This design comes from an exercise in tuning for small area, a short achievable clock period and few clock cycles per item on the open sky130 flow, not from production work. At most, simulation tests tie the RTL to the original design; equivalence was not proved. Only the layout flow was run in runs 2 and 4; the RTL was not checked for function there. Power is estimated from default activity; no workload was simulated.

**flow/flow/run.sh**
```bash
#!/bin/bash
# The standard layout (standard synthesis, floorplan, placement, CTS, routing), with two
# changes: the ports are buffered with sky130_fd_sc_hd__buf_2 cells instead of the delay buffer
# buffer_ports picks by default (every input and output port still gets its own buffer), and
# clock tree synthesis adds no dummy loads. The full output of the run goes to flow.log here.
set -euo pipefail
bash standard.sh \
  "BUFFER_PORTS_ARGS=-buffer_cell sky130_fd_sc_hd__buf_2" \
  "CTS_ARGS=-sink_clustering_enable -repair_clock_nets -sink_clustering_size 30 -sink_clustering_max_diameter 100 -buf_list sky130_fd_sc_hd__clkbuf_8 -dont_use_dummy_load" \
  finish > flow.log 2>&1
```
**flow/standard.sh**
```bash
#!/bin/bash
# synth_recipe.tcl (not shown) runs the flow's synth.tcl, then flattens the netlist and writes it again
# the make line also repeats each setting of config.mk as NAME=value (left out here)
make -C /OpenROAD-flow-scripts/flow DESIGN_CONFIG=/design/flow/config.mk WORK_HOME=/design/flow/orfs CLKGATE_MAP_FILE= SYNTH_SCRIPT=/design/flow/synth_recipe.tcl "${@:-finish}"
```
**flow/config.mk**
```make
export PLATFORM = sky130hd
export DESIGN_NAME = bitonic_sort_index_sequencer_core
export DESIGN_NICKNAME = bitonic_sort_index_sequencer_core
export VERILOG_FILES = /design/flow/design.v
export SDC_FILE = /design/flow/constraint.sdc
export NUM_CORES = 4
export LEC_CHECK = 0
export CAP_MARGIN = 20
export CORE_MARGIN = 2
export CORE_UTILIZATION = 65
export CTS_BUF_LIST = sky130_fd_sc_hd__clkbuf_8
export CTS_CLUSTER_DIAMETER = 100
export CTS_CLUSTER_SIZE = 30
export SETUP_SLACK_MARGIN = 5
export SLEW_MARGIN = 20
```
**flow/constraint.sdc**
```tcl
create_clock -name core_clock -period 8.0 [get_ports {clk_i}]
set_input_delay 1.6000 -clock core_clock [delete_from_list [all_inputs] [get_ports {clk_i}]]
set_output_delay 1.6000 -clock core_clock [all_outputs]
set_load 0.01 [all_outputs]
```
**flow/design.v**
```verilog
package bsis_pkg;
  localparam int unsigned LW   = 5;    
  localparam int unsigned STW  = 7;    
  localparam int unsigned CHW  = 24;   
  localparam int unsigned IDXW = 16;   
endpackage
module bitonic_sort_index_sequencer_core
#(
  parameter int unsigned MAX_LOG_SIZE = 16,
  parameter int unsigned MAX_STEP     = 64
) (
  input  logic            clk_i,
  input  logic            rst_ni,
  input  logic            psel,
  input  logic            penable,
  input  logic            pwrite,
  input  logic [2:0]      paddr,
  input  logic [31:0]     pwdata,
  output logic [31:0]     prdata,
  output logic            pready,
  input  logic            in_valid_i,
  output logic            in_stall_o,
  input  logic [bsis_pkg::CHW-1:0]  chunk_index_i,
  output logic            out_valid_o,
  input  logic            out_stall_i,
  output logic [bsis_pkg::IDXW-1:0] element_index_o,
  output logic            past_end_o,
  output logic            last_o
);
  logic [4:0] log_q;
  logic [6:0] step_q;
  logic       sel_q;
  logic       cfg_wr;
  assign cfg_wr = psel && penable && pwrite;
  always_ff @(posedge clk_i or negedge rst_ni) begin
    if (!rst_ni) begin
      log_q  <= 5'd4;
      step_q <= 7'd8;
    end else if (cfg_wr) begin
      if (paddr[2]) step_q <= pwdata[6:0];
      else          log_q  <= pwdata[4:0];
    end
  end
  always_ff @(posedge clk_i) sel_q <= paddr[2];
  assign prdata = sel_q ? {25'd0, step_q} : {27'd0, log_q};
  assign pready = 1'b1;
  logic [4:0] n_eff;
  logic [6:0] s_eff;
  logic [5:0] km1;      
  assign n_eff = (log_q > 5'd16) ? 5'd16 : log_q;
  assign s_eff = (step_q == 7'd0) ? 7'd1 : (step_q > 7'd64) ? 7'd64 : step_q;
  assign km1   = 6'(s_eff - 7'd1);
  logic       valid_q, act_q, pend_q, chk_q, pseek_q, mbusy_q, ev_q;
  logic [2:0] ds_q;
  logic [15:0] o_q;       
  logic        past_o_q, last_q;
  logic [5:0]  k_q;       
  logic        kz_q;      
  logic [14:0] m_q;       
  logic [15:0] sm_q;      
  logic        flip_q, sh_q, fr_q, past_q;   
  logic [24:0] e_q;       
  logic [30:0] p_q;       
  logic [6:0]  mc_q;      
  logic [4:0]  ac_q;      
  localparam logic [2:0] D_IDLE = 3'd0, D_S1 = 3'd1, D_S2 = 3'd2, D_M1 = 3'd3, D_M2 = 3'd4,
                         D_FILL = 3'd5;
  assign in_stall_o      = pend_q;
  assign out_valid_o     = valid_q;
  assign element_index_o = o_q;
  assign past_end_o      = past_o_q;
  assign last_o          = last_q;
  logic accept, consec, advance, produce, chunk_end, start_c, start_s, far, shok;
  logic [4:0]  ac_dec;
  logic [24:0] p_inc;
  assign accept    = in_valid_i && !pend_q;
  assign consec    = ev_q && ({1'b0, p_q[23:0]} == e_q);
  assign p_inc     = {1'b0, p_q[23:0]} + 25'd1;
  assign advance   = !valid_q || !out_stall_i;
  assign produce   = advance && act_q;
  assign chunk_end = produce && kz_q;
  assign start_c   = pend_q && !chk_q && !pseek_q && (!act_q || chunk_end);
  assign start_s   = pend_q && !chk_q && pseek_q && !mbusy_q && !act_q && advance && (ds_q == D_IDLE);
  assign far       = (|p_q[30:24]) || (|mc_q) || (n_eff == 5'd0) ||
                     ((n_eff == 5'd16) && p_q[23] && (|p_q[22:19]));    
  assign ac_dec    = ac_q - 5'd1;
  assign shok      = ac_q != 5'd0;
  logic [15:0] mf, topm, tg, hi, lo, inc_in, tm, ohs, clr, nxt;
  logic [15:0] inc, pa1, pa2, pa3;
  logic [16:0] smx;
  logic        f_se, f_b1, f_bs;
  logic        se_q, b1_q, bs_q, we_q;
  logic        case_a, case_b, use_mask;
  assign mf        = {m_q[14:0], 1'b1};
  assign topm      = mf & ~{1'b0, m_q};
  assign tg        = flip_q ? mf : topm;
  assign lo        = o_q ^ tg;
  assign hi        = o_q ^ tg;
  assign ohs       = {sm_q[14:0], 1'b1} & ~sm_q[15:0];
  assign smx       = {sm_q, 1'b1};
  assign f_se      = &(o_q | ~{1'b0, m_q});                    
  assign f_b1      = &(o_q[15:1] | ~sm_q[15:1]);       
  assign f_bs      = |(o_q & ohs);                     
  assign case_a    = se_q && m_q[0];
  assign case_b    = se_q && !m_q[0];
  assign inc_in    = {lo[15:1], lo[0] | case_b};
  assign pa1       = inc_in & {inc_in[14:0], 1'b1};
  assign pa2       = pa1 & {pa1[13:0], 2'b11};
  assign pa3       = pa2 & {pa2[11:0], 4'hf};
  assign tm        = pa3 & {pa3[7:0], 8'hff};
  assign inc       = inc_in ^ {tm[14:0], 1'b1};
  assign use_mask  = case_a || (case_b && b1_q && bs_q);
  assign clr       = case_a ? {1'b0, m_q} : {sm_q[14:0], 1'b1};
  assign nxt       = use_mask ? (lo & ~clr) : inc[15:0];
  logic [9:0]  w, x, r;
  logic [13:0] st;
  logic [10:0] d;
  logic        neg, s_gt_n, sleaf;
  logic [14:0] ohm;       
  logic [9:0]  xs, xs1, x_q, x_d;
  logic [4:0]  xm;
  logic [14:0] ohm1;      
  logic [15:0] mx;
  assign w      = p_q[23:14];
  assign st     = p_q[13:0];
  assign ohm    = m_q & ~{1'b0, m_q[14:1]};
  assign ohm1   = {1'b0, ohm[14:1]};
  assign mx     = {1'b0, m_q};
  assign s_gt_n = mx[n_eff - 5'd1];
  assign sleaf  = m_q[0] && !m_q[1];    
  always_comb begin
    xs  = '0;
    xs1 = '0;
    xm  = '0;
    for (int i = 0; i < 15; i++) begin
      if (ohm[i]) begin
        xs = xs | 10'((i + 2) * (i + 1));
        xm = xm | 5'(2 * (i + 1));
      end
      if (ohm1[i]) xs1 = xs1 | 10'((i + 2) * (i + 1));
    end
    x = x_q;
    case (ds_q)
      D_S1:    x_d = neg ? (sleaf ? 10'd4 : xs1) : xs;
      D_S2:    x_d = (neg && !sleaf) ? xs1 : 10'd4;
      D_M1:    x_d = neg ? 10'd2 : {5'd0, xm};
      D_M2:    x_d = 10'd4;
      default: x_d = 10'd2;
    endcase
    if (start_s) x_d = 10'd240;
  end
  assign d   = {1'b0, w} - {1'b0, x};
  assign neg = d[10];
  assign r   = neg ? w : d[9:0];
  logic dshift, lshift, lbit, ddone;
  always_comb begin
    dshift = 1'b0;
    lshift = 1'b0;
    lbit   = 1'b0;
    ddone  = 1'b0;
    case (ds_q)
      D_S1:   begin dshift = neg; lshift = neg; ddone = !neg && s_gt_n; end
      D_S2:   begin dshift = neg; lshift = neg; lbit = 1'b1; end
      D_M1:   begin lshift = neg; ddone = neg && !m_q[0]; end
      D_M2:   begin dshift = 1'b1; lshift = 1'b1; lbit = !neg; end
      D_FILL: begin dshift = 1'b1; lshift = 1'b1; lbit = !neg; ddone = !shok; end
      default: ;
    endcase
    dshift = dshift && shok;
    if (start_s && far) ddone = 1'b1;
  end
  always_ff @(posedge clk_i or negedge rst_ni) begin
    if (!rst_ni) begin
      valid_q <= 1'b0;
      act_q   <= 1'b0;
      pend_q  <= 1'b0;
      chk_q   <= 1'b0;
      pseek_q <= 1'b0;
      mbusy_q <= 1'b0;
      ev_q    <= 1'b0;
      ds_q    <= D_IDLE;
    end else begin
      if (advance) valid_q <= produce;
      chk_q <= accept;
      if (accept) begin
        pend_q  <= 1'b1;
        mbusy_q <= 1'b1;
      end else if (chk_q) begin
        pseek_q <= !consec;
        if (consec) mbusy_q <= 1'b0;
      end else if (mbusy_q && !shok) begin
        mbusy_q <= 1'b0;
      end
      if (ddone) begin
        act_q  <= 1'b1;
        pend_q <= 1'b0;
        ds_q   <= D_IDLE;
        ev_q   <= 1'b1;
      end else begin
        if (start_c) begin
          act_q  <= 1'b1;
          pend_q <= 1'b0;
        end else if (chunk_end) begin
          act_q <= 1'b0;
        end
        if (start_s) begin
          ds_q <= D_S1;
        end else begin
          case (ds_q)
            D_S1:   if (neg && sleaf) ds_q <= D_M1;
                    else if (!neg) ds_q <= D_S2;
            D_S2:   if (neg && !sleaf) ds_q <= D_S1;
                    else ds_q <= D_M1;
            D_M1:   ds_q <= neg ? D_FILL : D_M2;
            D_M2:   ds_q <= D_M1;
            default: ;
          endcase
        end
      end
      if (cfg_wr) ev_q <= 1'b0;
    end
  end
  logic [6:0] madd, msum, mcy;
  assign madd = p_q[0] ? s_eff : 7'd0;
  assign msum = p_q[30:24] ^ mc_q ^ madd;
  assign mcy  = (p_q[30:24] & mc_q) | (p_q[30:24] & madd) | (mc_q & madd);
  always_ff @(posedge clk_i) begin
    if (chk_q) e_q <= p_inc;
    if (!sh_q) begin
      se_q <= f_se;
      b1_q <= f_b1;
      bs_q <= f_bs;
      we_q <= f_se && !m_q[0] && f_b1 && smx[n_eff];
    end
    if (produce) begin
      last_q <= kz_q;
      k_q    <= k_q - 6'd1;
      kz_q   <= (k_q == 6'd1);
      fr_q   <= 1'b0;
      if (past_q || (sh_q && we_q)) begin
        o_q      <= '0;
        past_o_q <= 1'b1;
        past_q   <= 1'b1;
      end else begin
        past_o_q <= 1'b0;
        if (!sh_q) begin
          if (!fr_q) begin
            o_q  <= hi;
            sh_q <= 1'b1;
          end
        end else begin
          o_q  <= nxt;
          sh_q <= 1'b0;
          if (case_a) begin
            m_q    <= m_q >> 1;
            flip_q <= 1'b0;
          end else if (case_b) begin
            m_q    <= (b1_q && !bs_q) ? 15'd0 : (tm[15:1] & sm_q[14:0]);
            flip_q <= b1_q;
            if (b1_q) sm_q <= bs_q ? {sm_q[14:0], 1'b1} : 16'd1;
          end
        end
      end
    end
    if (start_c || start_s) begin
      k_q  <= km1;
      kz_q <= (km1 == 6'd0);
    end
    x_q <= x_d;
    if (!pend_q) begin
      p_q  <= {7'd0, chunk_index_i};
      mc_q <= '0;
      ac_q <= 5'd23;
    end else if (mbusy_q) begin
      p_q  <= {1'b0, msum, p_q[23:1]};
      mc_q <= mcy;
      ac_q <= ac_dec;
    end else if (start_s) begin
      ac_q <= 5'd14;
    end else if (ds_q != D_IDLE) begin
      if (dshift) begin
        p_q[23:0] <= {r[8:0], st, 1'b0};
        ac_q      <= ac_dec;
      end else begin
        p_q[23:14] <= r;
      end
    end
    if (start_s) begin
      sm_q   <= '1;
      m_q    <= '1;
      past_q <= far;
    end
    if (ds_q != D_IDLE) begin
      if (lshift) o_q <= {o_q[14:0], lbit};
      if ((ds_q == D_S1 || ds_q == D_S2) && neg) begin
        sm_q <= sm_q >> 1;
        m_q  <= m_q >> 1;
      end
      if (ds_q == D_S2 && !neg) flip_q <= 1'b1;
      if (ds_q == D_M2) begin
        m_q    <= m_q >> 1;
        flip_q <= 1'b0;
      end
      if (ds_q == D_S1 && !neg && s_gt_n) past_q <= 1'b1;
      if (ddone) begin
        sh_q <= 1'b0;
        fr_q <= !w[0];
      end
    end
  end
endmodule
```
==> results of run 1 <==
[power by group]
part           internal, mW  leakage [nW]  switching (mW)
clock network         0.188         0.122           0.278
logic                  1.24          3.28            1.93
registers              1.24          1.49           0.519
total                  2.66          4.90            2.72
[metal layers]
layer / track usage [%] / vias up / part of all wire, % / routed length [µm]
met2: 55.7 / 776 / 42 / 15300
li1: - / 5030 / - / -
met1: 57.2 / 5276 / 43 / 15500
met5: 2.50 / - / 0.14 / 52
met4: 10.3 / 2 / 2.4 / 859
met3: 11.1 / 112 / 13 / 4670
[path summary, 6_finish.rpt]
check	from	cells past startpoint	slack [ps]	to
worst max-delay path	o_q[11]	1	5000	element_index_o[11]
worst min-delay path	mc_q[0]	1	510	mc_q[0]
worst max register to register	p_q[20]	9	5070	pend_q
worst min register to register	mc_q[0]	1	510	mc_q[0]
max in group asynchronous	rst_ni	1	6520	log_q[0]
min in group asynchronous	rst_ni	1	1090	step_q[2]
[layout make-up]
type / count / share of cell area, %
multi-input combinational: 1061 / 56.3
sequential: 161 / 32.4
timing repair buffer: 100 / 4.99
tap: 225 / 2.30
inverter: 65 / 2.02
clock buffer: 17 / 1.91
[registers in the layout (all words and copies together) (netlist names), 3 cells and up]
register	count
k_q	6
e_q	25
p_q	16
sm_q	16
st	14
ds_q	3
step_q	7
x_q	7
ac_q	5
o_q	16
mc_q	7
log_q	5
m_q	15
[repair_timing]
item                       in CTS  in global routing
buffers inserted                9                 13
setup endpoints to repair      76                 60
pin swaps                       1                  1
gates cloned                    1                  0
resized for setup              29                 16
[cell families (layout without fill, tap and decap cells)]
group,Yosys count,after routing,share of synthesized area [%]
AOI/OAI and AO/OA,384,384,21.6
xor gates and xnor gates,92,92,7.00
adders and majority gates,22,22,2.85
buffers and inverters,202,182,7.62
DFF,161,161,34.4
muxes,59,59,5.69
other,2,26,0.0653
and+or+nand+nor,477,478,20.8
[cell usage in the layout, fill, tap and decap left out, drive strengths merged, types with 35 or more instances in the layout]
| cell type | instances |
|---|---|
| o21ai | 94 |
| buf | 100 |
| xnor2 | 62 |
| nand3 | 44 |
| a21oi | 103 |
| dfxtp | 77 |
| edfxtp | 62 |
| mux2i | 35 |
| nand2 | 117 |
| inv | 63 |
| nor2 | 131 |
==> impl_metrics.json, run 1 <==
{
  "run_status": "finished clean",
  "cts_tree": "yes",
  "postLayoutCoreUtil_pct": 70.8,
  "chipWidth_um": 137,
  "unrepaired_setup_endpoints_after_global_routing": "true",
  "clk_transition_reported_paths_ps": 70,
  "wirelength_um": 36400,
  "cts-root-to-sink-buffers": 2,
  "core_area_um2": 17300,
  "vdd.ir_drop.worst_uv": 310,
  "cp-end-kind": "output pin",
  "finalInstanceArea_um2": 12300,
  "hold_slack_ps": 507,
  "setup.worst_path.class": "flop to output pin",
  "io-pin-count": 119,
  "crit_required_ps": 6400,
  "clock_tree.root_cell": "sky130_fd_sc_hd__clkbuf_8",
  "cellPowerDensity_nw_per_um2": 440,
  "mapped_area_um2": 11500,
  "detailedPlacementHpwl_um": 25600,
  "synth-seq-cells": 161,
  "post_synth_main_area_contributors": "sky130_fd_sc_hd__edfxtp_1 16%, sky130_fd_sc_hd__dfxtp_1 13%, sky130_fd_sc_hd__xnor2_1 4.7%, sky130_fd_sc_hd__a21oi_1 4.5%, sky130_fd_sc_hd__dfrtp_1 4.4%",
  "synth_most_common_cell": "sky130_fd_sc_hd__nor2_1",
  "cell_area_reported_after_detailed_placement_um2": 11700,
  "dpl_worst_slack_ps": 3850,
  "synth-async-reset-ratio_pct": 13.7,
  "cts-buffers-inserted": 17,
  "synth.top_cells.by_count": "129 x sky130_fd_sc_hd__nor2_1, 117 x sky130_fd_sc_hd__nand2_1, 103 x sky130_fd_sc_hd__a21oi_1, 87 x sky130_fd_sc_hd__clkbuf_1, 77 x sky130_fd_sc_hd__dfxtp_1",
  "critical_path.max_fanout": 11,
  "dieHeight_um": 137,
  "antenna_cells_inserted": 0,
  "synth_ff_type": "sky130_fd_sc_hd__dfxtp_1",
  "finalPower_mw": 5.39,
  "synth_sequential_area_ratio_pct": 34.4,
  "synth_largest_type_area_fraction_pct": 16.2,
  "synthesis.instances": 1399,
  "route.detailed.drc": 0,
  "timing.final.setup_violations": 0,
  "synth_enable_flop_cells": 62,
  "maxSlewViolCount": 0,
  "synth_top_area_cell": "sky130_fd_sc_hd__edfxtp_1",
  "hold_violations": 0,
  "fillCellCount": 1444,
  "cp_data_arrival_time_ps": 1400,
  "critPathBufInv": 1,
  "antenna_found_initial": 0,
  "sequential_cell_area_um2": 3970,
  "worst_clock_skew_ps": 33.1,
  "synth_cell_types": 89,
  "globalRouteOverflowTotal": 0,
  "pin_count_of_the_biggest_net_entering_global_routing": 72,
  "syn_area_per_cell_um2": 8.22,
  "multiInputGateArea_um2": 6900,
  "antenna_nets_post_route": 0,
  "maxCapViolCount": 0,
  "die_area_um2": 18800,
  "worst-slew-pin-transition_ps": 879,
  "total_leakage_power_nw": 4.90,
  "final_net_count": 1494,
  "critical_path.top_delay_family": "flip-flops",
  "synthToLayoutAreaGrowth_pct": 6.48,
  "grt_first_pass_wirelength_um": 55700,
  "worst_slack_ps": 5000,
  "period_needed_ps": 3000,
  "maxSlewHeadroom_pct": 40.6,
  "crit_chain": "buf_2",
  "initial_core_util_pct": 66.5,
  "place_congestion": 1.01,
  "post_route_cells_drive_above_1_share_pct": 14.1,
  "detailedRoute.firstIterationViolations": 1731,
  "grt_pass1_vias": 9849,
  "cts.htree.levels": 4,
  "synth_warnings": 1,
  "grt.total_usage_pct": 38.9,
  "critical_path.slowest_cell": "sky130_fd_sc_hd__dfxtp_1",
  "period_share_pct": 37.5,
  "clock_sinks": 161,
  "num_rows": 48,
  "startpoint_type": "flop",
  "max_clock_freq_ghz": 0.333,
  "final.setup.tns_ps": 0,
  "final_cell_count_without_fillers": 1629,
  "path_category_of_the_worst_min_delay_check": "flop to flop",
  "delay_of_the_slowest_cell_on_the_worst_path_ps": 700,
  "drt_first_pass_iters": 9,
  "vias_per_cell": 6.87,
  "wire_per_inst_um": 22.4,
  "port_buffers": 65,
  "via_count": 11196,
  "cts-hold-fix-buffers": 0,
  "placed_cells": 1589,
  "clock_insertion_delay_at_the_later_pin_of_the_skew_report_ps": 480
}
Testbench counts, summed over its fixed seeds: cycles 144,866, items 135,995.
==> run 2, diff against run 1 <==
--- a/flow/design.v
+++ b/flow/design.v
@@ -86,7 +86,7 @@
   assign ac_dec    = ac_q - 5'd1;
   assign shok      = ac_q != 5'd0;
   logic [15:0] mf, topm, tg, hi, lo, inc_in, tm, ohs, clr, nxt;
-  logic [15:0] inc, pa1, pa2, pa3;
+  logic [15:0] inc;
   logic [16:0] smx;
   logic        f_se, f_b1, f_bs;
   logic        se_q, b1_q, bs_q, we_q;
@@ -104,11 +104,8 @@
   assign case_a    = se_q && m_q[0];
   assign case_b    = se_q && !m_q[0];
   assign inc_in    = {lo[15:1], lo[0] | case_b};
-  assign pa1       = inc_in & {inc_in[14:0], 1'b1};
-  assign pa2       = pa1 & {pa1[13:0], 2'b11};
-  assign pa3       = pa2 & {pa2[11:0], 4'hf};
-  assign tm        = pa3 & {pa3[7:0], 8'hff};
-  assign inc       = inc_in ^ {tm[14:0], 1'b1};
+  assign inc       = inc_in + 16'd1;
+  assign tm        = inc_in & ~inc;                   
   assign use_mask  = case_a || (case_b && b1_q && bs_q);
   assign clr       = case_a ? {1'b0, m_q} : {sm_q[14:0], 1'b1};
   assign nxt       = use_mask ? (lo & ~clr) : inc[15:0];
==> run 2 against run 1 <==
Still clean on timing, DRC and antenna. Count of clock-buffer cells in the layout did not move. Combinational power is 3% lower. Power decreased by 0.92%. Area after synthesis shrank 1.5%. Setup slack lost 44 ps. Via count shrank 7.0%. Sequential share of layout area is 0.13 points lower. Clock skew fell by 7.0 ps. Critical endpoint is now o_q[15]. Highest routed layer is now met4.
==> impl_metrics.json, run 2 <==
{
  "run_status": "finished clean",
  "power_frac_comb_pct": 57.6,
  "crit_chain": "or3b_1 > a211o_1 > a222oi_1 > buf_4 > nor3b_4 > nand2_2 > and4b_2 > ha_4 > a221oi_2 > a211oi_2 > a21oi_2 > o21ai_1",
  "pin_count_of_the_biggest_net_entering_global_routing": 41,
  "mapped_area_um2": 11300,
  "vdd.ir_drop.worst_uv": 280,
  "clock_tree.root_cell": "sky130_fd_sc_hd__clkbuf_8",
  "critical_path.max_fanout": 8,
  "power_frac_seq_pct": 33.9,
  "detailedRoute.firstIterationViolations": 941,
  "total_leakage_power_nw": 4.94,
  "delay_of_the_slowest_cell_on_the_worst_path_ps": 390,
  "wirelength_um": 32900,
  "fillCellCount": 1407,
  "setup.worst_path.class": "flop to flop",
  "max_flop_register": "e_q",
  "crit_required_ps": 8340,
  "grt_first_pass_wirelength_um": 51400,
  "critPathBufInv": 1,
  "final_cell_count_without_fillers": 1555,
  "synth_top_area_cell": "sky130_fd_sc_hd__edfxtp_1",
  "num_rows": 48,
  "antenna_cells_inserted": 0,
  "grt.total_usage_pct": 35.8,
  "clock_insertion_delay_at_the_later_pin_of_the_skew_report_ps": 460,
  "port_buffers": 65,
  "netSwitchingPower_mw": 2.56,
  "critical_path.slowest_cell": "sky130_fd_sc_hd__and4b_2",
  "place_congestion": 0.985,
  "core_area_um2": 17200,
  "synth-seq-cells": 161,
  "path_category_of_the_worst_min_delay_check": "flop to flop",
  "number_of_flip_flops_under_the_largest_register_name": 25,
  "post_synth_main_area_contributors": "sky130_fd_sc_hd__edfxtp_1 16%, sky130_fd_sc_hd__dfxtp_1 14%, sky130_fd_sc_hd__dfrtp_1 4.4%, sky130_fd_sc_hd__mux2i_1 4.1%, sky130_fd_sc_hd__nor2_1 4.0%",
  "period_needed_ps": 3040,
  "share_clk_of_total_power_pct": 8.5,
  "cts_tree": "yes",
  "startpoint_type": "flop",
  "maxSlewHeadroom_pct": 34.5,
  "final_net_count": 1435,
  "cellPowerDensity_nw_per_um2": 432,
  "placed_cells": 1496,
  "cp_data_arrival_time_ps": 3380,
  "power.share.switching_pct": 48.1,
  "vias_per_cell": 6.69,
  "cts-root-to-sink-buffers": 2,
  "synth_most_common_cell": "sky130_fd_sc_hd__nor2_1",
  "dieHeight_um": 136,
  "clk_transition_reported_paths_ps": 90,
  "grt_pass1_vias": 9555,
  "io-pin-count": 119,
  "unrepaired_setup_endpoints_after_global_routing": "true",
  "timing.final.setup_violations": 0,
  "synthesis.instances": 1317,
  "die_area_um2": 18500,
  "chipWidth_um": 136,
  "worst-slew-pin-transition_ps": 974,
  "final.setup.tns_ps": 0,
  "layout_commonest_cell": "sky130_fd_sc_hd__nor2_1",
  "synth.top_cells.by_count": "122 x sky130_fd_sc_hd__nor2_1, 95 x sky130_fd_sc_hd__nand2_1, 93 x sky130_fd_sc_hd__clkbuf_1, 77 x sky130_fd_sc_hd__dfxtp_1, 71 x sky130_fd_sc_hd__a21oi_1",
  "initial_core_util_pct": 66.0,
  "maxSlewViolCount": 0,
  "synth_enable_flop_cells": 62,
  "globalRouteOverflowTotal": 0,
  "cts.htree.levels": 4,
  "commonest_cells_after_routing_fill_and_taps_aside": "120 x sky130_fd_sc_hd__nor2_1, 89 x sky130_fd_sc_hd__nand2_1, 69 x sky130_fd_sc_hd__a21oi_1, 66 x sky130_fd_sc_hd__dfxtp_1, 65 x sky130_fd_sc_hd__buf_2",
  "synth_sequential_area_ratio_pct": 34.9,
  "synth_ff_type": "sky130_fd_sc_hd__dfxtp_1",
  "synth-async-reset-ratio_pct": 13.7,
  "worst_clock_skew_ps": 26.1,
  "maxCapViolCount": 0,
  "detailedPlacementHpwl_um": 22400,
  "clock_sinks": 161,
  "critical_path.top_delay_family": "simple AND/OR/NAND/NOR gates",
  "synth_warnings": 1,
  "max_clock_freq_ghz": 0.329,
  "finalPower_mw": 5.34,
  "p_int_mw": 2.77,
  "cp-end-kind": "flop",
  "post_route_cells_drive_above_1_share_pct": 17.8,
  "drt_first_pass_iters": 7,
  "synth_largest_type_area_fraction_pct": 16.4,
  "wire_per_inst_um": 21.1,
  "postLayoutCoreUtil_pct": 72.0,
  "antenna_nets_post_route": 0,
  "synth_cell_types": 80,
  "period_share_pct": 38.0,
  "cts-buffers-inserted": 17,
  "syn_area_per_cell_um2": 8.61,
  "route.detailed.drc": 0,
  "antenna_found_initial": 0,
  "synthToLayoutAreaGrowth_pct": 9.08,
  "via_count": 10410,
  "hold_violations": 0
}
## run 2: cells by family (layout without fill, tap and decap cells)
family	count (synthesis)	in the layout	synth area share, %
compound gates	337	338	20.4
xor+xnor	79	79	6.10
fa+ha+maj	37	37	4.55
buf+inv	202	188	7.94
flops	161	161	34.9
mux	71	71	7.27
other cells	2	26	0.0662
simple gates	428	430	18.8
## run 2: layer usage
layer	GRT usage, %	vias to the layer above	part of all wire (%)
met3	6.34	113	8.0
met2	56.3	571	46
li1	-	4773	-
met4	18.8	0	5.0
met5	0	-	0
met1	47.1	4953	41
## run 2: timing repair
item,4_1_cts,5_1_grt
setup endpoints to repair,100,71
pin swaps,9,8
cloned,2,1
buffers inserted,28,11
endpoints found under the hold margin,0,0
hold buffers,0,0
gates resized for setup,41,45
## run 2: power groups by stage
stage	sequential [mW]	combinational, mW	clock, mW
after CTS	1.78	2.90	0.462
after global placement	1.82	2.58	0
after detailed placement	1.82	2.64	0
final	1.81	3.07	0.455
after floorplan	1.44	2.37	0
after global routing	1.86	3.38	0.491
## run 2: final timing paths
path | from | end | slack, ps | cells past startpoint
setup / recovery | flip_q | o_q[15] | 4960 | 12
hold / removal | sm_q[15] | sm_q[14] | 520 | 2
setup reg to reg | flip_q | o_q[15] | 4960 | 12
hold reg to reg | sm_q[15] | sm_q[14] | 520 | 2
max in group asynchronous | rst_ni | pend_q | 6510 | 1
min in group asynchronous | rst_ni | step_q[6] | 1090 | 1
## run 2: worst min-delay path, delay by kind of cell (launching register included)
| kind | cells | cell delay (ps) |
|---|---|---|
| AO/OA/AOI/OAI | 1 | 40 |
| flip-flops | 1 | 340 |
| AND/OR/NAND/NOR | 1 | 100 |
## run 2: layout make-up
cell class	count	area, µm²	share of cell area (%)
well taps	225	282	2.28
flip-flops and latches	161	3990	32.3
clock buffers	17	234	1.89
inverters	59	228	1.84
multi-input cells	981	6910	55.9
repair buffers	112	721	5.83
## run 2: through the flow
step / area [µm²] / setup WS, ps / hold slack (ps)
2_1_floorplan: 11500 / 4860 / 421
3_3_place_gp: 11500 / 3370 / 492
3_5_place_dp: 11500 / 3320 / 501
4_1_cts: 12100 / 5000 / 517
5_1_grt: 12400 / 4870 / 527
6_report: 12400 / 4960 / 521
==> run 3, diff against run 2 <==
--- a/flow/design.v
+++ b/flow/design.v
@@ -61,7 +61,6 @@
   logic        flip_q, sh_q, fr_q, past_q;   
   logic [24:0] e_q;       
   logic [30:0] p_q;       
-  logic [6:0]  mc_q;      
   logic [4:0]  ac_q;      
   localparam logic [2:0] D_IDLE = 3'd0, D_S1 = 3'd1, D_S2 = 3'd2, D_M1 = 3'd3, D_M2 = 3'd4,
                          D_FILL = 3'd5;
@@ -81,12 +80,12 @@
   assign chunk_end = produce && kz_q;
   assign start_c   = pend_q && !chk_q && !pseek_q && (!act_q || chunk_end);
   assign start_s   = pend_q && !chk_q && pseek_q && !mbusy_q && !act_q && advance && (ds_q == D_IDLE);
-  assign far       = (|p_q[30:24]) || (|mc_q) || (n_eff == 5'd0) ||
+  assign far       = (|p_q[30:24]) || (n_eff == 5'd0) ||
                      ((n_eff == 5'd16) && p_q[23] && (|p_q[22:19]));    
   assign ac_dec    = ac_q - 5'd1;
   assign shok      = ac_q != 5'd0;
   logic [15:0] mf, topm, tg, hi, lo, inc_in, tm, ohs, clr, nxt;
-  logic [15:0] inc;
+  logic [16:0] inc;
   logic [16:0] smx;
   logic        f_se, f_b1, f_bs;
   logic        se_q, b1_q, bs_q, we_q;
@@ -104,8 +103,8 @@
   assign case_a    = se_q && m_q[0];
   assign case_b    = se_q && !m_q[0];
   assign inc_in    = {lo[15:1], lo[0] | case_b};
-  assign inc       = inc_in + 16'd1;
-  assign tm        = inc_in & ~inc;                   
+  assign inc       = {1'b0, inc_in} + 17'd1;
+  assign tm        = inc_in & ~inc[15:0];
   assign use_mask  = case_a || (case_b && b1_q && bs_q);
   assign clr       = case_a ? {1'b0, m_q} : {sm_q[14:0], 1'b1};
   assign nxt       = use_mask ? (lo & ~clr) : inc[15:0];
@@ -217,10 +216,8 @@
       if (cfg_wr) ev_q <= 1'b0;
     end
   end
-  logic [6:0] madd, msum, mcy;
-  assign madd = p_q[0] ? s_eff : 7'd0;
-  assign msum = p_q[30:24] ^ mc_q ^ madd;
-  assign mcy  = (p_q[30:24] & mc_q) | (p_q[30:24] & madd) | (mc_q & madd);
+  logic [7:0] msum;
+  assign msum = {1'b0, p_q[30:24]} + (p_q[0] ? {1'b0, s_eff} : 8'd0);
   always_ff @(posedge clk_i) begin
     if (chk_q) e_q <= p_inc;
     if (!sh_q) begin
@@ -266,11 +263,9 @@
     x_q <= x_d;
     if (!pend_q) begin
       p_q  <= {7'd0, chunk_index_i};
-      mc_q <= '0;
       ac_q <= 5'd23;
     end else if (mbusy_q) begin
-      p_q  <= {1'b0, msum, p_q[23:1]};
-      mc_q <= mcy;
+      p_q  <= {msum, p_q[23:1]};
       ac_q <= ac_dec;
     end else if (start_s) begin
       ac_q <= 5'd14;
==> run 3 against run 2 <==
Flip-flop and latch count decreased by 6. Critical path depth decreased by 11. Via count decreased by 0.31%.
==> impl_metrics.json, run 3 <==
{
  "run_status": "finished clean",
  "crit_chain": "buf_2",
  "timing.final.setup_violations": 0,
  "unrepaired_setup_endpoints_after_global_routing": "true",
  "synth_warnings": 1,
  "setup.worst_path.class": "flop to output pin",
  "sequential_cell_area_um2": 3870,
  "worstHoldStart": "sm_q[15]",
  "hold_violations": 0,
  "dpl_worst_slack_ps": 3220,
  "worstSetupEndpoint": "element_index_o[9]",
  "cp_data_arrival_time_ps": 1360,
  "period_needed_ps": 2960,
  "maxSlewHeadroom_pct": 22.0,
  "cellPowerDensity_nw_per_um2": 431,
  "maxSlewViolCount": 0,
  "synthToLayoutAreaGrowth_pct": 6.53,
  "period_share_pct": 37.0,
  "cell_area_reported_after_detailed_placement_um2": 11200,
  "route.detailed.drc": 0,
  "critPathBufInv": 1,
  "synth_enable_flop_cells": 62,
  "post_synth_main_area_contributors": "sky130_fd_sc_hd__edfxtp_1 17%, sky130_fd_sc_hd__dfxtp_1 13%, sky130_fd_sc_hd__dfrtp_1 4.5%, sky130_fd_sc_hd__nor2_1 4.3%, sky130_fd_sc_hd__o21ai_0 4.3%",
  "synth-async-reset-ratio_pct": 14.2,
  "finalInstanceArea_um2": 11900,
  "commonest_cells_after_routing_fill_and_taps_aside": "125 x sky130_fd_sc_hd__nor2_1, 107 x sky130_fd_sc_hd__nand2_1, 90 x sky130_fd_sc_hd__o21ai_0, 88 x sky130_fd_sc_hd__a21oi_1, 70 x sky130_fd_sc_hd__inv_1",
  "drt_first_pass_iters": 6,
  "total_leakage_power_nw": 4.97,
  "globalRouteOverflowTotal": 0,
  "final_net_count": 1452,
  "final.setup.tns_ps": 0,
  "cp-startpoint": "o_q[9]",
  "clock_sinks": 155,
  "port_buffers": 65,
  "antenna_nets_post_route": 0,
  "maxCapViolCount": 0,
  "wirelength_um": 33100,
  "synthesis.instances": 1350,
  "cts-buffers-inserted": 17,
  "grt_first_pass_wirelength_um": 50900,
  "critical_path_depth": 1,
  "placed_cells": 1526,
  "vias_per_cell": 6.62,
  "ff2ff_path_depth": 7,
  "max_flop_register": "p_q",
  "reg2reg_setup_slack_ps": 5060,
  "detailedPlacementHpwl_um": 22500,
  "cp-end-kind": "output pin",
  "via_count": 10378,
  "multiInputGateArea_um2": 6600,
  "path_category_of_the_worst_min_delay_check": "flop to flop",
  "delay_of_the_slowest_cell_on_the_worst_path_ps": 670,
  "detailedRoute.firstIterationViolations": 1169,
  "synth_most_common_cell": "sky130_fd_sc_hd__nor2_1",
  "clk_transition_reported_paths_ps": 90,
  "post_route_cells_drive_above_1_share_pct": 15.3,
  "cts.htree.levels": 4,
  "synth_top_area_cell": "sky130_fd_sc_hd__edfxtp_1",
  "wire_per_inst_um": 21.1,
  "syn_area_per_cell_um2": 8.25,
  "worst-slew-pin-transition_ps": 1170,
  "critical_path.slowest_cell": "sky130_fd_sc_hd__dfxtp_1",
  "vdd.ir_drop.worst_uv": 252,
  "core_area_um2": 16600,
  "num_rows": 47,
  "grt_pass1_vias": 9619,
  "synth_sequential_area_ratio_pct": 34.5,
  "reg_top3": "p_q (31), e_q (25)",
  "number_of_flip_flops_under_the_largest_register_name": 31,
  "synth.top_cells.by_count": "127 x sky130_fd_sc_hd__nor2_1, 111 x sky130_fd_sc_hd__nand2_1, 95 x sky130_fd_sc_hd__o21ai_0, 90 x sky130_fd_sc_hd__a21oi_1, 87 x sky130_fd_sc_hd__clkbuf_1",
  "critical_path.max_fanout": 10,
  "chipWidth_um": 135,
  "synth_cell_types": 76,
  "crit_required_ps": 6400,
  "clock_tree.root_cell": "sky130_fd_sc_hd__clkbuf_8",
  "initial_core_util_pct": 66.9,
  "worst_r2r_startpoint": "log_q[4]",
  "clock_insertion_delay_at_the_later_pin_of_the_skew_report_ps": 460,
  "synth_ff_type": "sky130_fd_sc_hd__dfxtp_1",
  "mapped_area_um2": 11100,
  "synth_largest_type_area_fraction_pct": 16.7,
  "cts-root-to-sink-buffers": 2,
  "antenna_found_initial": 1,
  "reg2reg_to": "act_q",
  "synth-seq-cells": 155,
  "die_area_um2": 18200,
  "place_congestion": 0.985,
  "worst_clock_skew_ps": 33.0,
  "io-pin-count": 119,
  "fillCellCount": 1376,
  "startpoint_type": "flop",
  "dieHeight_um": 135,
  "max_clock_freq_ghz": 0.338,
  "worst_slack_ps": 5040,
  "layout_commonest_cell": "sky130_fd_sc_hd__nor2_1",
  "grt.total_usage_pct": 36.0,
  "pin_count_of_the_biggest_net_entering_global_routing": 68,
  "cts_tree": "yes",
  "critical_path.top_delay_family": "flip-flops",
  "final_cell_count_without_fillers": 1567
}
==> run 3: cell count changes in the layout (fill, tap and decap cells not counted), sizes merged, moves of 14 or more <==
cell	delta
nand2b	-15
a21oi	+18
nor3	+16
buf	-21
a2111oi	-18
nand2	+15
o21ai	+34
a41oi	+14
a221oi	-18
mux2i	-21
inv	+14
==> run 3: cell families (layout without fill, tap and decap cells) <==
group | Yosys count | after routing | synth area share [%]
adder cells (fa/ha/maj) | 38 | 38 | 4.41
other | 2 | 27 | 0.0675
AND/OR/NAND/NOR | 453 | 454 | 19.5
XOR/XNOR | 84 | 84 | 6.61
AO/OA/AOI/OAI | 352 | 353 | 20.2
multiplexers | 55 | 55 | 6.06
buffers and inverters | 211 | 181 | 8.72
flip-flops | 155 | 155 | 34.5
==> run 3: worst min-delay path by stage <==
stage	slack (ps)	end	depth (start not counted)
6_report	510	sm_q[15]	2
5_1_grt	530	last_q	0
4_1_cts	500	sm_q[15]	2
3_5_place_dp	490	last_q	0
3_3_place_gp	490	sm_q[15]	2
2_1_floorplan	420	last_q	0
==> run 3: report_power, final <==
group	total (mW)	switching, mW	internal (mW)
clock network	0.451	0.264	0.187
registers	1.88	0.650	1.23
logic	2.77	1.60	1.17
total	5.11	2.52	2.59
==> run 3: routing by layer <==
metal,vias to the layer above,track usage (%),part of all wire [%]
met5,-,0,0
met4,0,23.9,7.0
met3,160,6.04,9.8
met2,620,58.1,45
met1,4808,44.4,38
li1,4790,-,-
==> run 3: stage by stage <==
stage / hold slack (ps) / utilization (%) / power [mW]
after detailed placement: 486 / 67.3 / 4.38
final: 506 / 71.3 / 5.11
after global routing: 530 / 71.3 / 5.46
after floorplan: 421 / - / 3.70
after global placement: 486 / 67.3 / 4.32
after CTS: 503 / 69.8 / 4.90
==> run 3: what timing repair did <==
item                       CTS  global route
buffers inserted             9            11
hold buffers                 0             0
setup endpoints to repair   90            50
gates cloned                 1             2
pin swaps                    2             5
resized for setup           32            34
==> run 3: cell type report <==
| class | instances | share of cell area, % |
|---|---|---|
| multi-input combinational | 1010 | 55.7 |
| sequential | 155 | 32.6 |
| timing repair buffer | 91 | 4.99 |
| inverter | 73 | 2.37 |
| antenna | 1 | 0.0211 |
| tap | 220 | 2.32 |
| clock buffer | 17 | 1.97 |
Testbench counts of run 3, summed over its fixed seeds: cycles 144,866, items 135,995.
==> run 4, diff against run 3 <==
--- a/flow/design.v
+++ b/flow/design.v
@@ -261,14 +261,17 @@
       kz_q <= (km1 == 6'd0);
     end
     x_q <= x_d;
-    if (!pend_q) begin
+    if (accept) begin
       p_q  <= {7'd0, chunk_index_i};
       ac_q <= 5'd23;
     end else if (mbusy_q) begin
       p_q  <= {msum, p_q[23:1]};
       ac_q <= ac_dec;
     end else if (start_s) begin
-      ac_q <= 5'd14;
+      sm_q   <= '1;
+      m_q    <= '1;
+      ac_q   <= 5'd14;
+      past_q <= far;
     end else if (ds_q != D_IDLE) begin
       if (dshift) begin
         p_q[23:0] <= {r[8:0], st, 1'b0};
@@ -276,13 +279,6 @@
       end else begin
         p_q[23:14] <= r;
       end
-    end
-    if (start_s) begin
-      sm_q   <= '1;
-      m_q    <= '1;
-      past_q <= far;
-    end
-    if (ds_q != D_IDLE) begin
       if (lshift) o_q <= {o_q[14:0], lbit};
       if ((ds_q == D_S1 || ds_q == D_S2) && neg) begin
         sm_q <= sm_q >> 1;
==> run 4 against run 3 <==
Utilization up 1.0 points. Count of clock-buffer cells in the layout did not move. Final cell count did not move. Largest power group unchanged.
==> impl_metrics.json, run 4 <==
{
  "cts.htree.levels": 4,
  "grt.met1_usage_pct": 49.6,
  "clock_tree.root_cell": "sky130_fd_sc_hd__clkbuf_8",
  "top_usage_layer": "met2",
  "setup.worst_path.class": "flop to output pin",
  "grt_use_met2_pct": 52.6,
  "detailedRoute.firstIterationViolations": 1419,
  "whs_endpoint": "p_q[27]",
  "clock_sinks": 155,
  "timing.final.setup_violations": 0,
  "pin_count_of_the_biggest_net_entering_global_routing": 46,
  "max_flop_register": "p_q",
  "core_area_um2": 16600,
  "maxCapViolCount": 0,
  "drt_first_pass_iters": 7,
  "antenna_cells_inserted": 0,
  "reg_top3": "p_q (31), e_q (25)",
  "synth.top_cells.by_count": "118 x sky130_fd_sc_hd__nand2_1, 103 x sky130_fd_sc_hd__nor2_1, 92 x sky130_fd_sc_hd__a21oi_1, 85 x sky130_fd_sc_hd__o21ai_0, 71 x sky130_fd_sc_hd__dfxtp_1",
  "finalPower_mw": 4.58,
  "wirelength_um": 32000,
  "delay_of_the_slowest_cell_on_the_worst_path_ps": 680,
  "maxSlewViolCount": 0,
  "num_rows": 47,
  "post_synth_main_area_contributors": "sky130_fd_sc_hd__edfxtp_1 17%, sky130_fd_sc_hd__dfxtp_1 13%, sky130_fd_sc_hd__dfrtp_1 4.5%, sky130_fd_sc_hd__ha_1 4.2%, sky130_fd_sc_hd__a21oi_1 4.2%",
  "synth-seq-cells": 155,
  "syn_area_per_cell_um2": 8.37,
  "detailedPlacementHpwl_um": 22600,
  "clock_insertion_delay_at_the_later_pin_of_the_skew_report_ps": 470,
  "reg2reg_setup_slack_ps": 5120,
  "place_congestion": 1.04,
  "cts-root-to-sink-buffers": 2,
  "hold_violations": 0,
  "critPathBufInv": 1,
  "critical_path.max_fanout": 10,
  "post_route_cells_drive_above_1_share_pct": 17.3,
  "port_buffers": 65,
  "synth_top_area_cell": "sky130_fd_sc_hd__edfxtp_1",
  "postLayoutCoreUtil_pct": 72.3,
  "finalInstanceArea_um2": 12000,
  "crit_required_ps": 6400,
  "commonest_cells_after_routing_fill_and_taps_aside": "114 x sky130_fd_sc_hd__nand2_1, 99 x sky130_fd_sc_hd__nor2_1, 91 x sky130_fd_sc_hd__a21oi_1, 82 x sky130_fd_sc_hd__o21ai_0, 65 x sky130_fd_sc_hd__buf_2",
  "grt_first_pass_wirelength_um": 49100,
  "synth_sequential_area_ratio_pct": 34.7,
  "die_area_um2": 18100,
  "grt.total_usage_pct": 34.6,
  "unrepaired_setup_endpoints_after_global_routing": "true",
  "synth_cell_types": 87,
  "critical_path.slowest_cell": "sky130_fd_sc_hd__dfxtp_1",
  "worstHoldStart": "p_q[27]",
  "period_share_pct": 37.1,
  "final_net_count": 1454,
  "clk_transition_reported_paths_ps": 80,
  "layout_commonest_cell": "sky130_fd_sc_hd__nand2_1",
  "crit_chain": "buf_2",
  "io-pin-count": 119,
  "path_category_of_the_worst_min_delay_check": "flop to flop",
  "vdd.ir_drop.worst_uv": 287,
  "synth_warnings": 1,
  "reg2reg_to": "p_q[29]",
  "number_of_flip_flops_under_the_largest_register_name": 31,
  "cellPowerDensity_nw_per_um2": 382,
  "critical_path.top_delay_family": "flip-flops",
  "final.setup.tns_ps": 0,
  "wire_per_inst_um": 20.4,
  "globalRouteOverflowTotal": 0,
  "chipWidth_um": 134,
  "max_clock_freq_ghz": 0.337,
  "synth_ff_type": "sky130_fd_sc_hd__dfxtp_1",
  "cp-end-kind": "output pin",
  "synth_most_common_cell": "sky130_fd_sc_hd__nand2_1",
  "worst-slew-pin-transition_ps": 995,
  "globalRouteMet3Util_pct": 7.33,
  "cts-hold-fix-buffers": 0,
  "antenna_found_initial": 0,
  "synthesis.instances": 1319,
  "grt_pass1_vias": 9260,
  "mapped_area_um2": 11000,
  "maxSlewHeadroom_pct": 33.4,
  "ff2ff_path_depth": 16,
  "cts_tree": "yes",
  "vias_per_cell": 6.63,
  "antenna_nets_post_route": 0,
  "synth_largest_type_area_fraction_pct": 16.9,
  "period_needed_ps": 2970,
  "run_status": "finished clean",
  "min_path_cells": 2,
  "synthToLayoutAreaGrowth_pct": 8.56,
  "cell_area_reported_after_detailed_placement_um2": 11200,
  "worst_r2r_startpoint": "step_q[2]",
  "synth-async-reset-ratio_pct": 14.2,
  "dieHeight_um": 134,
  "route.detailed.drc": 0,
  "total_leakage_power_nw": 4.89,
  "synth_enable_flop_cells": 62,
  "cts-buffers-inserted": 17,
  "via_count": 10395,
  "worst_clock_skew_ps": 33.4,
  "cp_data_arrival_time_ps": 1370,
  "initial_core_util_pct": 66.6,
  "startpoint_type": "flop"
}
-- run 4: cell type report --
type	count	area, µm²
clock buffers	17	234
fillers	1341	4590
flip-flops and latches	155	3870
repair buffers	112	749
well taps	220	275
inverters	68	272
multi-input cells	995	6590
-- run 4: stage by stage --
stage	worst slack, ps	cells	hold slack (ps)
5_1_grt	4920	1567	516
3_3_place_gp	3810	1513	477
6_report	5030	1567	487
3_5_place_dp	3790	1513	481
4_1_cts	4940	1535	492
2_1_floorplan	5010	1343	421
-- run 4: worst max path at each step --
| stage | start | end | slack (ps) | depth (start not counted) |
|---|---|---|---|---|
| 4_1_cts | out_stall_i | flip_q | 4940 | 9 |
| 5_1_grt | step_q[2] | p_q[29] | 4920 | 16 |
| 3_5_place_dp | out_stall_i | flip_q | 3790 | 8 |
| 2_1_floorplan | out_stall_i | k_q[0] | 5010 | 6 |
| 6_report | o_q[1] | element_index_o[1] | 5030 | 1 |
| 3_3_place_gp | out_stall_i | flip_q | 3810 | 8 |
-- run 4: power by group --
part	switching [mW]	total [mW]	internal [mW]
combinational	1.38	2.43	1.05
sequential	0.520	1.70	1.18
clock	0.261	0.449	0.188
total	2.16	4.58	2.42
-- run 4: timing repair --
item / 4_1_cts / 5_1_grt
cloned: 0 / 1
pin swaps: 5 / 8
setup endpoints to repair: 102 / 70
gates resized for setup: 39 / 37
buffers inserted: 5 / 31
-- run 4: kinds of logic after synthesis --
logic type                 after synthesis  share of synthesized area [%]
AOI/OAI and AO/OA                      341                           20.0
xor gates and xnor gates                84                           6.73
adders and majority gates               39                           4.55
buffers and inverters                  193                           7.93
DFF                                    155                           34.7
muxes                                   56                           5.83
other                                    2                         0.0680
and+or+nand+nor                        449                           20.1
-- run 4: routing by layer --
layer  routed length [µm]  part of all wire (%)  vias to the layer above
met1                13400                    42                     4920
met5                   31                 0.097                        -
met3                 3420                    11                       99
met4                  867                   2.7                        2
met2                14300                    45                      612
li1                     -                     -                     4762
==> run 5, diff against run 4 <==
--- a/flow/design.v
+++ b/flow/design.v
@@ -261,17 +261,14 @@
       kz_q <= (km1 == 6'd0);
     end
     x_q <= x_d;
-    if (accept) begin
+    if (!pend_q) begin
       p_q  <= {7'd0, chunk_index_i};
       ac_q <= 5'd23;
     end else if (mbusy_q) begin
       p_q  <= {msum, p_q[23:1]};
       ac_q <= ac_dec;
     end else if (start_s) begin
-      sm_q   <= '1;
-      m_q    <= '1;
-      ac_q   <= 5'd14;
-      past_q <= far;
+      ac_q <= 5'd14;
     end else if (ds_q != D_IDLE) begin
       if (dshift) begin
         p_q[23:0] <= {r[8:0], st, 1'b0};
@@ -279,6 +276,13 @@
       end else begin
         p_q[23:14] <= r;
       end
+    end
+    if (start_s) begin
+      sm_q   <= '1;
+      m_q    <= '1;
+      past_q <= far;
+    end
+    if (ds_q != D_IDLE) begin
       if (lshift) o_q <= {o_q[14:0], lbit};
       if ((ds_q == D_S1 || ds_q == D_S2) && neg) begin
         sm_q <= sm_q >> 1;
==> flow/run.sh (new file) <==
#!/bin/bash
# synth_recipe.tcl (not shown) runs the flow's synth.tcl, then flattens the netlist and writes it again
# the make line also repeats each setting of config.mk as NAME=value (left out here)
make -C /OpenROAD-flow-scripts/flow DESIGN_CONFIG=/design/flow/config.mk WORK_HOME=/design/flow/orfs CLKGATE_MAP_FILE= SYNTH_SCRIPT=/design/flow/synth_recipe.tcl finish
--- a/flow/config.mk
+++ b/flow/config.mk
@@ -5,9 +5,10 @@
 export SDC_FILE = /design/flow/constraint.sdc
 export NUM_CORES = 4
 export LEC_CHECK = 0
+export ABC_CLOCK_PERIOD_IN_PS = 2000
 export CAP_MARGIN = 20
 export CORE_MARGIN = 2
-export CORE_UTILIZATION = 65
+export CORE_UTILIZATION = 70
 export CTS_BUF_LIST = sky130_fd_sc_hd__clkbuf_8
 export CTS_CLUSTER_DIAMETER = 100
 export CTS_CLUSTER_SIZE = 30
removed: flow/flow/run.sh
removed: flow/standard.sh
==> run 5 against run 4 <==
Highest routed layer is now met4. Largest cell class unchanged. Wire length rose by 19%. Setup slack got worse by 150 ps. Register-to-register slack got worse by 230 ps. Combinational power rose by 28%. Maximum frequency decreased by 4.8%. Sequential power grew 9%. Count of clock-buffer cells in the layout grew 3. Clock power up 35%. Die area decreased by 6.2%.
==> impl_metrics.json, run 5 <==
{
  "grt_pass1_vias": 10012,
  "cp-end-kind": "flop",
  "sequential_cell_area_um2": 3920,
  "total_leakage_power_nw": 5.39,
  "final.setup.tns_ps": 0,
  "netSwitchingPower_mw": 2.74,
  "synthesis.instances": 1350,
  "finalPower_mw": 5.56,
  "synth-seq-cells": 155,
  "die_area_um2": 16900,
  "period_needed_ps": 3110,
  "number_of_flip_flops_under_the_largest_register_name": 31,
  "wirelength_um": 38200,
  "max_flop_register": "p_q",
  "synth_ff_type": "sky130_fd_sc_hd__dfxtp_1",
  "power.share.switching_pct": 49.3,
  "unrepaired_setup_endpoints_after_global_routing": "true",
  "clock_tree.root_cell": "sky130_fd_sc_hd__clkbuf_8",
  "maxSlewViolCount": 0,
  "clk_transition_reported_paths_ps": 100,
  "synth_largest_type_area_fraction_pct": 16.7,
  "setup.worst_path.class": "flop to flop",
  "timing.final.setup_violations": 0,
  "hold_violations": 0,
  "startpoint_type": "flop",
  "crit_required_ps": 8360,
  "multiInputGateArea_um2": 6700,
  "worst-slew-pin-transition_ps": 1030,
  "worst_clock_skew_ps": 12.8,
  "clock_sinks": 155,
  "path_category_of_the_worst_min_delay_check": "flop to flop",
  "dieHeight_um": 130,
  "pin_count_of_the_biggest_net_entering_global_routing": 45,
  "detailedRoute.firstIterationViolations": 1854,
  "route.detailed.drc": 0,
  "via_count": 11332,
  "cts-root-to-sink-buffers": 2,
  "cellPowerDensity_nw_per_um2": 433,
  "antenna_nets_post_route": 0,
  "post_route_cells_drive_above_1_share_pct": 15.9,
  "core_area_um2": 15700,
  "synth_top_area_cell": "sky130_fd_sc_hd__edfxtp_1",
  "maxSlewHeadroom_pct": 31.2,
  "share_clk_of_total_power_pct": 10.9,
  "synth_warnings": 1,
  "cts-buffers-inserted": 17,
  "cp_data_arrival_time_ps": 3470,
  "detailedPlacementHpwl_um": 22400,
  "period_share_pct": 38.9,
  "run_status": "finished clean",
  "fillCellCount": 1000,
  "chipWidth_um": 130,
  "critical_path.max_fanout": 6,
  "reg_top3": "p_q (31), e_q (25)",
  "vias_per_cell": 7.02,
  "place_congestion": 1.01,
  "port_buffers": 65,
  "io-pin-count": 119,
  "final_net_count": 1489,
  "initial_core_util_pct": 70.9,
  "globalRouteOverflowTotal": 0,
  "dpl_worst_slack_ps": 3800,
  "max_clock_freq_ghz": 0.321,
  "synth_most_common_cell": "sky130_fd_sc_hd__nor2_1",
  "synthToLayoutAreaGrowth_pct": 15.4,
  "commonest_cells_after_routing_fill_and_taps_aside": "123 x sky130_fd_sc_hd__nor2_1, 105 x sky130_fd_sc_hd__nand2_1, 89 x sky130_fd_sc_hd__o21ai_0, 87 x sky130_fd_sc_hd__a21oi_1, 72 x sky130_fd_sc_hd__inv_1",
  "cts_tree": "yes",
  "synth_enable_flop_cells": 62,
  "power_frac_comb_pct": 55.9,
  "clock_insertion_delay_at_the_later_pin_of_the_skew_report_ps": 470,
  "grt_first_pass_wirelength_um": 53700,
  "power_frac_seq_pct": 33.2,
  "syn_area_per_cell_um2": 8.25,
  "p_int_mw": 2.82,
  "wire_per_inst_um": 23.7,
  "synth-async-reset-ratio_pct": 14.2,
  "vdd.ir_drop.worst_uv": 265,
  "synth_sequential_area_ratio_pct": 34.5,
  "num_rows": 46,
  "placed_cells": 1522,
  "drt_first_pass_iters": 8,
  "cts.htree.levels": 4,
  "worst_slack_ps": 4890,
  "synth_cell_types": 76,
  "post_synth_main_area_contributors": "sky130_fd_sc_hd__edfxtp_1 17%, sky130_fd_sc_hd__dfxtp_1 13%, sky130_fd_sc_hd__dfrtp_1 4.5%, sky130_fd_sc_hd__nor2_1 4.3%, sky130_fd_sc_hd__o21ai_0 4.3%",
  "synth.top_cells.by_count": "127 x sky130_fd_sc_hd__nor2_1, 111 x sky130_fd_sc_hd__nand2_1, 95 x sky130_fd_sc_hd__o21ai_0, 90 x sky130_fd_sc_hd__a21oi_1, 87 x sky130_fd_sc_hd__clkbuf_1",
  "antenna_found_initial": 0,
  "final_cell_count_without_fillers": 1615,
  "layout_commonest_cell": "sky130_fd_sc_hd__nor2_1",
  "mapped_area_um2": 11100,
  "grt.total_usage_pct": 41.3,
  "maxCapViolCount": 0
}
## run 5: cell count changes in the layout (fill, tap and decap cells not counted), moves of 15 or more
cell                              delta
sky130_fd_sc_hd__dfxtp_4            +15
sky130_fd_sc_hd__clkdlybuf4s50_1    +39
sky130_fd_sc_hd__nor2_1             +24
sky130_fd_sc_hd__buf_2              -64
sky130_fd_sc_hd__o22ai_1            -22
sky130_fd_sc_hd__a31oi_1            +16
## run 5: worst paths after layout
path,startpoint,to,slack (ps),cells past startpoint
hold / removal,sm_q[15],sm_q[15],510,2
hold reg to reg,sm_q[15],sm_q[15],510,2
max in group asynchronous,rst_ni,pend_q,6520,1
setup / recovery,step_q[3],p_q[29],4890,16
min in group asynchronous,rst_ni,step_q[4],1090,1
setup reg to reg,step_q[3],p_q[29],4890,16
## run 5: area by class of cell
cell class / count / share of cell area (%)
multi-input cells: 1010 / 52.1
flip-flops and latches: 155 / 30.5
repair buffers: 128 / 10.0
inverters: 73 / 2.19
clock buffers: 20 / 2.14
well taps: 216 / 2.10
clock inverters: 12 / 0.877
diodes: 1 / 0.0195
## run 5: kinds of logic (layout without fill, tap and decap cells)
group | after synthesis | count (layout) | synth area share (%)
and+or+nand+nor | 453 | 453 | 19.5
AOI/OAI and AO/OA | 352 | 354 | 20.2
buffers and inverters | 211 | 233 | 8.72
DFF | 155 | 155 | 34.5
xor gates and xnor gates | 84 | 84 | 6.61
muxes | 55 | 55 | 6.06
adders and majority gates | 38 | 38 | 4.41
other | 2 | 27 | 0.0675
## run 5: timing repair
action,CTS,global route
buffers inserted,42,12
pin swaps,8,10
endpoints found under the setup margin,126,79
cloned,5,0
resized for setup,102,56
hold buffers,0,0
## run 5: metal layers
metal	vias to the layer above	part of all wire [%]	GRT usage [%]
met5	-	0	0
met4	0	8.2	26.4
met3	261	11	7.09
met2	938	46	67.9
met1	5256	35	50.5
li1	4877	-	-
## run 5: stage by stage
step,utilization (%),instance area (µm²),hold WS (ps)
2_1_floorplan,-,11200,421
3_3_place_gp,73.3,11500,485
3_5_place_dp,73.4,11500,497
4_1_cts,79.7,12500,510
5_1_grt,81.7,12800,523
6_report,81.8,12800,513
## run 5: power by group through the flow
stage	sequential (mW)	combinational [mW]	clock, mW
floorplan	1.45	2.25	0
global placement	1.87	2.47	0
detailed placement	1.88	2.54	0
CTS	1.82	2.82	0.595
global route	1.87	3.36	0.623
finish	1.85	3.11	0.604
## run 5: critical path, cell delays in order (launching register included)
cell	delay, ps
sky130_fd_sc_hd__dfstp_2	560
sky130_fd_sc_hd__buf_4	160
sky130_fd_sc_hd__nor3_4	50
sky130_fd_sc_hd__a21oi_1	170
sky130_fd_sc_hd__nor2_2	80
sky130_fd_sc_hd__inv_1	90
sky130_fd_sc_hd__nor2_1	50
sky130_fd_sc_hd__ha_1	200
sky130_fd_sc_hd__inv_1	70
sky130_fd_sc_hd__fa_1	210
sky130_fd_sc_hd__inv_1	50
sky130_fd_sc_hd__a21oi_1	150
sky130_fd_sc_hd__o21bai_1	120
sky130_fd_sc_hd__a21o_1	210
sky130_fd_sc_hd__a21oi_1	410
sky130_fd_sc_hd__nor3_2	110
sky130_fd_sc_hd__a221o_1	300
Testbench counts of run 5, summed over its fixed seeds: cycles 144,866, items 135,995.

[re-timing with driven ports]
No port has a modelled driver above. Below, the same layouts with a new extraction and two added sets of constraints.
Step 1: set_driving_cell puts a clkbuf_16 on clk_i and a buf_2 on each other input, an assumption about the parent block.
Step 2 adds t to the input delays and takes it off the output delays; t is the mean of the earliest and latest rising clock arrival at the registers after step 1. Input paths then give back, and output paths get back, about the clock's delay inside the block.
Slacks: ideal ports / drivers / drivers and shift; pairs: ideal ports / drivers.
| run | shift t [ns] | slack for setup (ns) | clock arrival spread, ns | worst register clock-pin slew, ns | worst slew at a driven data input, ns |
|---|---|---|---|---|---|
| run 1 | 0.505 | 5.001 / 4.956 / 4.572 | 0.034 / 0.034 | 0.10 / 0.10 | 0.04 |
| run 2 | 0.493 | 4.957 / 4.957 / 4.538 | 0.027 / 0.027 | 0.09 / 0.09 | 0.04 |
| run 3 | 0.492 | 5.041 / 4.996 / 4.605 | 0.033 / 0.033 | 0.09 / 0.09 | 0.07 |
| run 4 | 0.494 | 5.034 / 4.989 / 4.660 | 0.035 / 0.035 | 0.10 / 0.10 | 0.04 |
| run 5 | 0.508 | 4.885 / 4.885 / 4.434 | 0.013 / 0.013 | 0.10 / 0.10 | 0.08 |
After both steps every run listed still meets setup and hold. The setup slack of run 5, which loses most, moves by 0.000 ns with the drivers and by -0.451 ns with both steps.
